This design comes from an exercise in tuning for small area and a short achievable clock period on the open sky130 flow, not from production work.
Only simulation tests tie the RTL to the original design; equivalence was not proved.

==> flow/design.v (excerpt) <==
module pq_sorted_path
#(
    parameter int KEY_W = pq_pkg::PQ_KEY_W,
    parameter int VAL_W = pq_pkg::PQ_VAL_W,
    parameter int DEPTH = pq_pkg::PQ_DEPTH
) (
    input  logic                         system1000,
    input  logic                         system1000_rst,
    input  logic                         push_valid,
    output logic                         push_ready,
    input  logic [KEY_W-1:0]             push_key,
    input  logic [VAL_W-1:0]             push_val,
    input  logic                         pop_valid,
    output logic                         pop_ready,
    output logic                         out_valid,
    output logic [KEY_W-1:0]             out_key,
    output logic [VAL_W-1:0]             out_val,
    output logic [$clog2(DEPTH+1)-1:0]   count,
    output logic                         empty,
    output logic                         full
);
Size: roughly 4500 cells after synthesis, ~1200 flip-flops.
Settings: LEC_CHECK=0, CAP_MARGIN=20, CORE_MARGIN=2, CORE_UTILIZATION=55, CTS_BUF_LIST=sky130_fd_sc_hd__clkbuf_8, CTS_CLUSTER_DIAMETER=50, CTS_CLUSTER_SIZE=14, PLACE_DENSITY=0.65, SETUP_SLACK_MARGIN=2.25, SLEW_MARGIN=20; clock period 5.5 ns.
run.sh (not shown) runs the stock make flow with config.mk's settings and CLKGATE_MAP_FILE= SYNTH_SCRIPT=/design/flow/synth_recipe.tcl, a recipe that flattens the netlist after the stock synthesis.
The baseline completed with no timing, DRC or antenna violations.
Rerun with:
- SETUP_SLACK_MARGIN: 2.25 -> 2.0
=> Routed wire length came out lower by a few percent; setup slack degrades by 0.13 ns; global-route usage came out lower by 2.4 points; die area is unchanged.


The RTL this note starts from:
==> flow/design.v <==
package pq_pkg;
    localparam int PQ_KEY_W = 32;
    localparam int PQ_VAL_W = 32;
    localparam int PQ_DEPTH = 16;
    typedef struct packed {
        logic                valid;
        logic [PQ_KEY_W-1:0] key;
        logic [PQ_VAL_W-1:0] val;
    } pq_elem_t;
    typedef enum logic [1:0] {
        SHIFT_HOLD = 2'd0,
        SHIFT_UP   = 2'd1,
        SHIFT_DOWN = 2'd2,
        SHIFT_LOAD = 2'd3
    } pq_shift_e;
endpackage
module pq_key_gt
#(
    parameter int W = 32
) (
    input  logic [W-1:0] a,
    input  logic [W-1:0] b,
    output logic         gt
);
    localparam int LV = $clog2(W);
    logic [W-1:0] g [LV+1];
    logic [W-1:0] p [LV+1];
    always_comb begin
        for (int l = 0; l <= LV; l++) begin
            g[l] = '0;
            p[l] = '0;
        end
        g[0] = a & ~b;
        p[0] = a | ~b;
        for (int l = 1; l <= LV; l++) begin
            for (int n = 0; n < (W >> l); n++) begin
                g[l][n] = g[l-1][2*n+1] | (p[l-1][2*n+1] & g[l-1][2*n]);
                p[l][n] = p[l-1][2*n+1] & p[l-1][2*n];
            end
        end
        gt = g[LV][0];
    end
endmodule
module pq_sorted_path
#(
    parameter int KEY_W = pq_pkg::PQ_KEY_W,
    parameter int VAL_W = pq_pkg::PQ_VAL_W,
    parameter int DEPTH = pq_pkg::PQ_DEPTH
) (
    input  logic                         system1000,
    input  logic                         system1000_rst,
    input  logic                         push_valid,
    output logic                         push_ready,
    input  logic [KEY_W-1:0]             push_key,
    input  logic [VAL_W-1:0]             push_val,
    input  logic                         pop_valid,
    output logic                         pop_ready,
    output logic                         out_valid,
    output logic [KEY_W-1:0]             out_key,
    output logic [VAL_W-1:0]             out_val,
    output logic [$clog2(DEPTH+1)-1:0]   count,
    output logic                         empty,
    output logic                         full
);
    localparam int CNT_W = $clog2(DEPTH + 1);
    localparam int RW    = $clog2(DEPTH);
    logic [KEY_W-1:0] key_r  [DEPTH];
    logic [VAL_W-1:0] val_r  [DEPTH];
    logic [RW-1:0]    rank_r [DEPTH];
    logic [DEPTH-1:0] vld_r;
    logic [DEPTH-1:0] pend_r;      
    logic             has_pend_r;  
    logic [DEPTH-1:0] head_r;      
    logic [DEPTH-1:0] gt_r;        
    logic             push_fire_s;
    logic             pop_fire_s;
    logic [DEPTH-1:0] rkd_s;       
    logic [DEPTH-1:0] head_s;      
    logic [DEPTH-1:0] free_s;      
    logic [DEPTH-1:0] gt_s;        
    logic             has_pend_s;
    logic             pend_min_s;  
    logic [DEPTH-1:0] min_s;       
    logic             pop_head_s;
    logic             ins_s;       
    logic [DEPTH-1:0] wsel_s;      
    logic [DEPTH-1:0] gpos_s;      
    logic [DEPTH-1:0] first_s;
    logic [RW-1:0]    rkd_cnt_s;   
    logic [RW-1:0]    rkd_cnt1_s;  
    logic [RW-1:0]    ins_rank0_s; 
    logic [RW-1:0]    ins_rank1_s; 
    logic [RW-1:0]    ins_rank_s;  
    logic [CNT_W-1:0] cnt_nxt_s;
    logic [RW-1:0]    rank_nxt_s [DEPTH];
    logic [DEPTH-1:0] vld_nxt_s;
    logic [DEPTH-1:0] pend_nxt_s;
    logic [KEY_W-1:0] min_key_s;
    logic [VAL_W-1:0] min_val_s;
    assign pop_ready = ~empty;
    assign push_ready = ~full | pop_valid;
    assign push_fire_s = push_valid & push_ready;
    assign pop_fire_s  = pop_valid & pop_ready;
    for (genvar i = 0; i < DEPTH; i++) begin : g_cmp
        pq_key_gt #(.W(KEY_W)) u_gt (.a(key_r[i]), .b(push_key), .gt(gt_s[i]));
    end
    always_comb begin
        for (int i = 0; i < DEPTH; i++) begin
            rkd_s[i]  = vld_r[i] & ~pend_r[i];
            head_s[i] = head_r[i];
        end
    end
    assign has_pend_s = has_pend_r;
    assign pend_min_s = has_pend_s & (~|head_s | |(head_s & gt_r));
    assign min_s      = pend_min_s ? pend_r : head_s;
    assign pop_head_s = pop_fire_s & ~pend_min_s;
    assign ins_s      = has_pend_s & ~(pop_fire_s & pend_min_s);
    always_comb begin
        logic seen;
        seen = 1'b0;
        for (int i = 0; i < DEPTH; i++) begin
            free_s[i] = ~vld_r[i] & ~seen;
            seen      = seen | ~vld_r[i];
        end
    end
    assign wsel_s = full ? min_s : free_s;
    assign rkd_cnt_s  = RW'(count - CNT_W'(has_pend_s));
    assign rkd_cnt1_s = RW'(count - CNT_W'(has_pend_s) - CNT_W'(1));
    always_comb begin
        for (int p = 0; p < DEPTH; p++) begin
            gpos_s[p] = 1'b0;
            for (int i = 0; i < DEPTH; i++) begin
                gpos_s[p] = gpos_s[p] | (gt_r[i] & rkd_s[i] & (rank_r[i] == RW'(p)));
            end
        end
        first_s[0] = gpos_s[0];
        for (int p = 1; p < DEPTH; p++) begin
            first_s[p] = gpos_s[p] & ~gpos_s[p-1];
        end
        ins_rank0_s = (|gpos_s) ? RW'(0) : rkd_cnt_s;
        ins_rank1_s = (|gpos_s) ? RW'(0) : rkd_cnt1_s;
        for (int p = 1; p < DEPTH; p++) begin
            ins_rank0_s = ins_rank0_s | ({RW{first_s[p]}} & RW'(p));
            ins_rank1_s = ins_rank1_s | ({RW{first_s[p]}} & RW'(p - 1));
        end
    end
    assign ins_rank_s = pop_head_s ? ins_rank1_s : ins_rank0_s;
    always_comb begin
        min_key_s = '0;
        min_val_s = '0;
        for (int i = 0; i < DEPTH; i++) begin
            min_key_s = min_key_s | ({KEY_W{min_s[i]}} & key_r[i]);
            min_val_s = min_val_s | ({VAL_W{min_s[i]}} & val_r[i]);
        end
    end
    always_ff @(posedge system1000) begin
        for (int i = 0; i < DEPTH; i++) begin
            if (free_s[i] | (full & min_s[i] & push_valid & pop_valid)) begin
                key_r[i] <= push_key;
                val_r[i] <= push_val;
            end
        end
    end
    always_ff @(posedge system1000) begin
        gt_r       <= gt_s;
        pend_r     <= pend_nxt_s;
    end
    always_comb begin
        for (int i = 0; i < DEPTH; i++) begin
            if (pend_r[i]) begin
                rank_nxt_s[i] = ins_rank_s;
            end else if (ins_s & gt_r[i] & ~pop_head_s) begin
                rank_nxt_s[i] = rank_r[i] + RW'(1);
            end else if (pop_head_s & ~(ins_s & gt_r[i])) begin
                rank_nxt_s[i] = rank_r[i] - RW'(1);
            end else begin
                rank_nxt_s[i] = rank_r[i];
            end
        end
    end
    assign vld_nxt_s  = ({DEPTH{push_fire_s}} & wsel_s) | (vld_r & ~({DEPTH{pop_fire_s}} & min_s));
    assign pend_nxt_s = {DEPTH{push_fire_s}} & wsel_s;
    always_ff @(posedge system1000) begin
        for (int i = 0; i < DEPTH; i++) begin
            rank_r[i] <= rank_nxt_s[i];
        end
    end
    always_ff @(posedge system1000) begin
        if (system1000_rst) begin
            has_pend_r <= 1'b0;
            head_r     <= '0;
        end else begin
            has_pend_r <= push_fire_s;
            for (int i = 0; i < DEPTH; i++) begin
                head_r[i] <= vld_nxt_s[i] & ~pend_nxt_s[i] & (rank_nxt_s[i] == RW'(0));
            end
        end
    end
    always_ff @(posedge system1000) begin
        if (system1000_rst) begin
            vld_r <= '0;
        end else begin
            vld_r <= vld_nxt_s;
        end
    end
    always_comb begin
        cnt_nxt_s = count;
        if (push_fire_s && !pop_fire_s) begin
            cnt_nxt_s = count + CNT_W'(1'b1);
        end else if (pop_fire_s && !push_fire_s) begin
            cnt_nxt_s = count - CNT_W'(1'b1);
        end
    end
    always_ff @(posedge system1000) begin
        if (system1000_rst) begin
            count     <= '0;
            empty     <= 1'b1;
            full      <= 1'b0;
            out_valid <= 1'b0;
        end else begin
            count     <= cnt_nxt_s;
            empty     <= (cnt_nxt_s == CNT_W'(0));
            full      <= (cnt_nxt_s == CNT_W'(DEPTH));
            out_valid <= pop_fire_s;
        end
    end
    always_ff @(posedge system1000) begin
        out_key <= min_key_s;
        out_val <= min_val_s;
    end
endmodule
export LEC_CHECK = 0
export CAP_MARGIN = 20
export CORE_MARGIN = 2
export CORE_UTILIZATION = 55
export CTS_BUF_LIST = sky130_fd_sc_hd__clkbuf_8
export CTS_CLUSTER_DIAMETER = 50
export CTS_CLUSTER_SIZE = 14
export PLACE_DENSITY = 0.65
export SETUP_SLACK_MARGIN = 2.0
export SLEW_MARGIN = 20
export TNS_END_PERCENT = 5
create_clock -name core_clock -period 5.5 [get_ports {system1000}]
Rerun with:
--- a/flow/config.mk
+++ b/flow/config.mk
@@ -14,4 +14,3 @@
 export PLACE_DENSITY = 0.65
-export SETUP_SLACK_MARGIN = 2.0
+export SETUP_SLACK_MARGIN = 1.5
 export SLEW_MARGIN = 20
-export TNS_END_PERCENT = 5
Register-to-register slack got worse by 160 ps. Non-clock buffer count falls by 108. Worst setup slack gets worse by 150 ps.

==> afterwards: timing with drivers on the ports <==
Ports are ideal in the flow. The routed layouts listed here were re-timed in OpenROAD.
Step 1 sets driving cells, clkbuf_16 on the clock port and buf_2 on the other inputs (assumed; they add their load-dependent delay and slew).
Step 2 also shifts input and output timing later by t, the mid clock arrival at the registers, as if the neighbouring blocks saw the same clock.
Slacks: ideal / step 1 / step 2; pairs: ideal / step 1.
run | t, ns | setup slack, ns | latest minus earliest clock arrival (ns) | pins driven straight from the clock port
the first run of note 1 | 0.940 | 1.987 / 1.987 / 1.329 | 0.074 / 0.074 | 1
the second run of note 1 | 0.934 | 1.859 / 1.844 / 0.910 | 0.086 / 0.086 | 1
the first run of note 2 | 0.924 | 1.634 / 1.644 / 0.762 | 0.095 / 0.095 | 1
the second run of note 2 | 0.953 | 1.484 / 1.484 / 0.639 | 0.056 / 0.056 | 1
After both steps setup and hold are still met in every run listed. For the second run of note 1, which loses most, drivers alone change the setup slack by -0.015 ns; drivers and shift together by -0.949 ns.
